Source: an optimization exercise on an open RTL-to-GDS flow (aim: small area, a short achievable clock period and few clock cycles per item). Production flows keep margins and buffers that such runs may drop. In this exercise RTL edits were held to simulation tests only and were not proved equivalent to the original. Power and IR drop assume default switching activity.

Design float_to_pcm24_output_conditioner_top, start of the top module:
module float_to_pcm24_output_conditioner_top (
   input  logic                clock,
   input  logic                reset,
   input  logic                req_valid,
   output logic                req_stall,
   input  logic [31:0]         req_left_sample_bits,
   input  logic [31:0]         req_right_sample_bits,
   output logic                rsp_valid,
   input  logic                rsp_stall,
   output logic signed [23:0]  rsp_left_word,
   output logic signed [23:0]  rsp_right_word,
   output logic [15:0]         rsp_peak_x1000,
   output logic [15:0]         rsp_nan_total,
   input  logic                csr_wr_en,
   input  logic [16:0]         csr_wr_data
);
export LEC_CHECK = 0
export ABC_AREA = 1
export CAP_MARGIN = 20
export CELL_PAD_IN_SITES_DETAIL_PLACEMENT = 1
export CELL_PAD_IN_SITES_GLOBAL_PLACEMENT = 2
export CORE_MARGIN = 2
export CORE_UTILIZATION = 40
export CTS_BUF_LIST = sky130_fd_sc_hd__clkbuf_4 sky130_fd_sc_hd__clkbuf_8
export SLEW_MARGIN = 20
export SYNTH_HIERARCHICAL = 1
export SYNTH_MINIMUM_KEEP_SIZE = 0
create_clock -name core_clock -period 10.0 [get_ports {clock}]
standard.sh (not shown) runs the stock make flow with config.mk's settings and CLKGATE_MAP_FILE= SYNTH_SCRIPT=/design/flow/synth_recipe.tcl, a recipe that flattens the netlist after the stock synthesis.
==> flow/flow/run.sh <==
#!/bin/bash
# The standard layout (the standard.sh, all steps), with two changes to
# how it is made: the port buffers that global placement inserts are made of
# the smallest plain buffer (repair may still resize them), and timing repair
# aims for 5.4 ns of setup slack at the design's 10 ns clock. Each tool's
# output goes to standard.log here; ORFS's per-step logs stay under orfs/logs.
set -euo pipefail
export BUFFER_PORTS_ARGS="-buffer_cell sky130_fd_sc_hd__buf_1"
export SETUP_SLACK_MARGIN=5.4
bash standard.sh > standard.log 2>&1
The first run produced a clean layout.
Testbench counts at the start, summed over its fixed seeds: cycles 4,824, items 4,800.
Then changed:
==> flow/run.sh (new file) <==
#!/bin/bash
# synth_recipe.tcl (not shown) runs the flow's synth.tcl, then flattens the netlist and writes it again
# the make line also repeats each setting of config.mk as NAME=value (left out here)
make -C /OpenROAD-flow-scripts/flow DESIGN_CONFIG=/design/flow/config.mk WORK_HOME=/design/flow/orfs CLKGATE_MAP_FILE= SYNTH_SCRIPT=/design/flow/synth_recipe.tcl finish
- SETUP_SLACK_MARGIN: not set -> 5
removed: flow/flow/run.sh
removed: flow/standard.sh
The new run produced a clean layout.
First-iteration DRC count falls by 6.5%.
Non-clock buffer count shrinks by 186.
Via count decreases by 2.6%.
Cell area drops by 4.0%.
Wire length came out lower by 4.7%.
Sequential power is about the same.
Setup slack degrades by 0.077 ns.
Utilization fell by 2.0 points.
Flip-flop and latch count does not change.

========
== try-pepper ==
float_to_pcm24_output_conditioner_top again, from the RTL that the note above started with.
==> flow/design.v (excerpt) <==
module float_to_pcm24_output_conditioner_top (
   input  logic                clock,
   input  logic                reset,
   input  logic                req_valid,
   output logic                req_stall,
   input  logic [31:0]         req_left_sample_bits,
   input  logic [31:0]         req_right_sample_bits,
   output logic                rsp_valid,
   input  logic                rsp_stall,
   output logic signed [23:0]  rsp_left_word,
   output logic signed [23:0]  rsp_right_word,
   output logic [15:0]         rsp_peak_x1000,
   output logic [15:0]         rsp_nan_total,
   input  logic                csr_wr_en,
   input  logic [16:0]         csr_wr_data
);
==> flow/config.mk <==
export PLATFORM = sky130hd
export DESIGN_NAME = float_to_pcm24_output_conditioner_top
export DESIGN_NICKNAME = float_to_pcm24_output_conditioner_top
export VERILOG_FILES = /design/flow/design.v
export SDC_FILE = /design/flow/constraint.sdc
export NUM_CORES = 4
export LEC_CHECK = 0
export ABC_AREA = 1
export CAP_MARGIN = 20
export CELL_PAD_IN_SITES_DETAIL_PLACEMENT = 1
export CELL_PAD_IN_SITES_GLOBAL_PLACEMENT = 2
export CORE_MARGIN = 2
export CORE_UTILIZATION = 40
export CTS_BUF_LIST = sky130_fd_sc_hd__clkbuf_4 sky130_fd_sc_hd__clkbuf_8
export SETUP_SLACK_MARGIN = 4.6
export SLEW_MARGIN = 20
export SYNTH_HIERARCHICAL = 1
export SYNTH_MINIMUM_KEEP_SIZE = 0
==> flow/constraint.sdc <==
create_clock -name core_clock -period 10.0 [get_ports {clock}]
set_input_delay 2.0000 -clock core_clock [delete_from_list [all_inputs] [get_ports {clock}]]
set_output_delay 2.0000 -clock core_clock [all_outputs]
set_load 0.01 [all_outputs]
==> flow/flow/run.sh <==
#!/bin/bash
# The standard layout (the standard.sh, all steps), with the port buffers
# that global placement inserts made of the smallest plain buffer instead of
# the flow's default choice; repair may still resize them. Each tool's output
# goes to standard.log here; ORFS's own per-step logs stay under orfs/logs.
set -euo pipefail
export BUFFER_PORTS_ARGS="-buffer_cell sky130_fd_sc_hd__buf_1"
bash standard.sh > standard.log 2>&1
Testbench counts of try-pepper, summed over its fixed seeds: cycles 4,824, items 4,800.
Edits applied to the flow inputs when going from try-pepper to try-raven:
-- flow/config.mk --
<<< try-pepper, line 13
export CORE_UTILIZATION = 40
export CTS_BUF_LIST = sky130_fd_sc_hd__clkbuf_4 sky130_fd_sc_hd__clkbuf_8
export SETUP_SLACK_MARGIN = 4.6
export SLEW_MARGIN = 20
export SYNTH_HIERARCHICAL = 1
>>> try-raven, line 13
export CORE_UTILIZATION = 40
export CTS_BUF_LIST = sky130_fd_sc_hd__clkbuf_4 sky130_fd_sc_hd__clkbuf_8
export SETUP_SLACK_MARGIN = 5
export SLEW_MARGIN = 20
export SYNTH_HIERARCHICAL = 1
Results
- try-raven finished every stage and its layout cleared the timing, design-rule and antenna checks.
- | post-layout total power | try-raven vs try-pepper | 12% higher |
- When the final numbers for try-raven and try-pepper were put side by side, the setup slack turned out to be greater in try-raven.
- Compare try-raven and try-pepper | final core area utilization lower: try-pepper
- Compare try-raven and try-pepper | post-route clock skew lower: try-raven
### try-raven -> try-tundra
-- flow/config.mk --
<<< try-raven, line 11
export CELL_PAD_IN_SITES_GLOBAL_PLACEMENT = 2
export CORE_MARGIN = 2
export CORE_UTILIZATION = 40
export CTS_BUF_LIST = sky130_fd_sc_hd__clkbuf_4 sky130_fd_sc_hd__clkbuf_8
export SETUP_SLACK_MARGIN = 5
>>> try-tundra, line 11
export CELL_PAD_IN_SITES_GLOBAL_PLACEMENT = 2
export CORE_MARGIN = 2
export CORE_UTILIZATION = 55
export CTS_BUF_LIST = sky130_fd_sc_hd__clkbuf_4 sky130_fd_sc_hd__clkbuf_8
export SETUP_SLACK_MARGIN = 5
[summary]
- try-tundra never completed; the flow aborted with a tool error in global placement without I/O.
- Compared with try-raven, in try-tundra post-synth net total barely changed; number of rows created at floorplan decreased 14%; synthesized area divided by synthesized cell count level.
- From try-raven to try-tundra, cell area after technology mapping did not move at all.
- Changes observed in try-tundra relative to try-raven: die extent in y went down about 15%; synthesized netlist cell count barely changed; initial core utilization increased by 15 points relative to the old numbers.
- Re die width: try-raven and try-tundra aren't equal, and the higher value belongs to try-raven.
> inputs changed (try-tundra -> try-xenon)
-- flow/config.mk --
<<< try-tundra, line 8
export ABC_AREA = 1
export CAP_MARGIN = 20
export CELL_PAD_IN_SITES_DETAIL_PLACEMENT = 1
export CELL_PAD_IN_SITES_GLOBAL_PLACEMENT = 2
export CORE_MARGIN = 2
export CORE_UTILIZATION = 55
export CTS_BUF_LIST = sky130_fd_sc_hd__clkbuf_4 sky130_fd_sc_hd__clkbuf_8
export SETUP_SLACK_MARGIN = 5
>>> try-xenon, line 8
export ABC_AREA = 1
export CAP_MARGIN = 20
export CORE_MARGIN = 2
export CORE_UTILIZATION = 60
export CTS_BUF_LIST = sky130_fd_sc_hd__clkbuf_4 sky130_fd_sc_hd__clkbuf_8
export SETUP_SLACK_MARGIN = 5
### Flow results
Per the final summary, try-xenon finished and its layout is clean on timing, DRC and antenna.
try-tundra → try-xenon: area after synthesis saw little to no change, overall die width saw a decrease, starting utilization of the core area now sits higher.
Of try-xenon and try-tundra, it is try-xenon that has the lower number of placement rows.

==> static timing again, ports no longer ideal <==
The results above use ideal ports. As a check the final layouts listed here were re-extracted and re-timed, cells and wires unchanged. Step 1 sets driving cells, clkbuf_16 on the clock port and buf_2 on the other inputs (assumed; they add their load-dependent delay and slew). Step 2 moves the port delays by t, midway between the first and last clock arrival at a register: inputs arrive t later, outputs are due t later. That takes back most of the time a late clock gives input paths. Three values: ideal ports, drivers, drivers and shift; two values: the first two.
| run | shift t [ns] | setup slack, ns | clock arrival spread, ns | slew at the worst register clock pin (ns) |
|---|---|---|---|---|
| the first run of note 1 | 0.788 | 5.103 / 5.103 / 5.103 | 0.033 / 0.033 | 0.07 / 0.07 |
| the second run of note 1 | 0.754 | 5.025 / 5.004 / 5.004 | 0.053 / 0.052 | 0.07 / 0.07 |
| try-pepper | 0.811 | 4.708 / 4.708 / 4.708 | 0.091 / 0.091 | 0.07 / 0.07 |
| try-raven | 0.778 | 5.068 / 5.068 / 5.068 | 0.069 / 0.069 | 0.07 / 0.07 |
| try-xenon | 0.776 | 5.060 / 5.060 / 5.060 | 0.073 / 0.074 | 0.08 / 0.08 |
After both steps setup and hold are still met in every run listed. The setup slack of the second run of note 1, which loses most, moves by -0.021 ns with the drivers and by -0.021 ns with both steps.
